This design comes from an exercise in tuning for small area and a short achievable clock period on the open sky130 flow, not from production work. The RTL was checked by simulation tests, not by an equivalence proof against the original design. Power figures rest on the tool's default switching activity, not on a simulated workload.

## maple
==> flow/design.v (excerpt) <==
module echo_path_emulator #(
  parameter int DATA_WIDTH    = 16,
  parameter int MAX_DELAY     = 256,
  parameter int DEFAULT_DELAY = 16,
  parameter int DEFAULT_GAIN  = 16384
) (
  input  logic                          clk,
  input  logic                          rst,
  input  logic                          sample_valid,
  input  logic signed [DATA_WIDTH-1:0]  near_signal,
  input  logic signed [DATA_WIDTH-1:0]  far_signal,
  input  logic                          cfg_valid,
  input  logic [$clog2(MAX_DELAY)-1:0]  cfg_delay,
  input  logic signed [15:0]            cfg_gain,
  output logic                          cfg_ready,
  output logic signed [DATA_WIDTH-1:0]  input_signal,
  output logic signed [DATA_WIDTH-1:0]  echo_signal,
  output logic                          out_valid
);
  localparam int AW = $clog2(MAX_DELAY);
  localparam int NS = MAX_DELAY - 2;       
  logic                  run;              
  logic [AW-1:0]         flush_cnt;
  ...
export LEC_CHECK = 0
export CAP_MARGIN = 20
export CELL_PAD_IN_SITES_DETAIL_PLACEMENT = 1
export CELL_PAD_IN_SITES_GLOBAL_PLACEMENT = 1
export CORE_MARGIN = 2
export CORE_UTILIZATION = 30
export CTS_BUF_LIST = sky130_fd_sc_hd__clkbuf_8
export CTS_CLUSTER_DIAMETER = 65
export CTS_CLUSTER_SIZE = 16
export PLACE_DENSITY = 0.42
export SETUP_SLACK_MARGIN = 5
export SLEW_MARGIN = 20
export SYNTH_HIERARCHICAL = 1
export SYNTH_MEMORY_MAX_BITS = 8192
create_clock -name core_clock -period 15.0 [get_ports {clk}]
standard.sh (not shown) runs the stock make flow with config.mk's settings and CLKGATE_MAP_FILE= SYNTH_SCRIPT=/design/flow/synth_recipe.tcl, a recipe that flattens the netlist after the stock synthesis.
==> flow/flow/run.sh <==
#!/bin/bash
# Own layout flow: the standard flow with the standard synthesis unchanged, and three
# changes to how the layout is made:
#  * the port buffers are buf_4 rather than the delay buffer that buffer_ports picks by
#    itself (every input and output still gets its own buffer);
#  * clock tree synthesis without dummy loads, with clkbuf_8 buffers and clusters of at most
#    16 sinks within 65 um (as in config.mk).
# ORFS writes each tool's full log under orfs/logs/; make's own output goes to make.log.
set -euo pipefail
bash standard.sh SETUP_SLACK_MARGIN=9 \
  "BUFFER_PORTS_ARGS=-buffer_cell sky130_fd_sc_hd__buf_4" \
  "CTS_ARGS=-sink_clustering_enable -repair_clock_nets -dont_use_dummy_load -buf_list sky130_fd_sc_hd__clkbuf_8 -sink_clustering_size 16 -sink_clustering_max_diameter 65" \
  finish > make.log 2>&1
maple closes out successfully: all stages finished, all timing, DRC and antenna checks passed.
[inputs] pine vs maple
--- a/flow/design.v
+++ b/flow/design.v
@@ -436,35 +436,29 @@
         assign kg[l+1][i] = kg[l][i];
         assign kp[l+1][i] = kp[l][i];
       end
     end
   end
   logic [31:0] sum;
   logic [16:0] r;
   assign sum = p_q ^ {kg[2][30:0], 1'b0};
   assign r   = sum[31:15];
-  assign input_signal[15] = r[16];
-  for (genvar k = 0; k < 5; k++) begin : g_sat
-    epe_sat3 u_sat (.s16(r[16]), .s15(r[15]), .v(r[3*k +: 3]), .y(input_signal[3*k +: 3]));
+  always_comb begin
+    if (r[16] == r[15])       input_signal = r[15:0];
+    else if (r[16])           input_signal = 16'h8000;
+    else                      input_signal = 16'h7fff;
   end
 endmodule
 module epe_ao222 (
   input  logic a0, a1, a2,
   input  logic s0, s1, s2,
   output logic y
 );
   assign y = ~((a0 & s0) | (a1 & s1) | (a2 & s2));
 endmodule
 module epe_ao22 (
   input  logic a0, a1,
   input  logic s0, s1,
   output logic y
 );
   assign y = ~((a0 & s0) | (a1 & s1));
 endmodule
-module epe_sat3 (
-  input  logic       s16, s15,
-  input  logic [2:0] v,
-  output logic [2:0] y
-);
-  assign y = (s16 == s15) ? v : {3{~s16}};
-endmodule
### Flow results
- Taking maple as the reference point, the number of vias after detailed routing of pine falls by 417.
- pine vs maple: number of design-rule violations left by the first detailed-router iteration up in pine
- Compared with maple, pine shows a higher worst setup margin.
- pine against maple; achievable clock frequency is up slightly.
- The mux contribution to synthesized area was comparable across pine and maple.
- | final-layout clock-cell area share | higher: maple |
- From maple to pine the numbers moved as follows: met3 track demand over resource in global routing went up; delay of the slowest cell on the worst path shows an increase of 0.02 ns; total core area did not really move; non-clock buffer count went up about 9%.
- pine has worst slack on hold paths below what maple had.
- pine against maple; maximum number of pins on one net before global-route repair is up by a little under 10%.
- Area added between synthesis and finish: maple vs pine, no meaningful difference
- Between pine and maple, it is pine whose power is higher, by about 6.5%.

[port drivers added, routing unchanged]
The flow's constraints put no driver on any port. The routed layouts listed below were extracted and timed again, unchanged, in two steps. Step 1, drivers: a clkbuf_16 drives clk and a buf_2 each remaining input, both assumed. Step 2 times the ports against the registers' clock, not the clock port: input delays grow and output delays shrink by t, the midpoint of the rising clock arrivals with the driver on. Slacks: ideal ports / drivers / drivers and shift; pairs: ideal ports / drivers.
run | t, ns | slack for setup (ns) | worst slew at a driven data input, ns
maple | 1.256 | 8.718 / 8.775 / 7.519 | 0.21
pine | 1.262 | 8.765 / 8.789 / 7.527 | 0.15
After both steps setup and hold are still met in every run listed. For pine, which loses most, drivers alone change the setup slack by +0.024 ns; drivers and shift together by -1.238 ns.
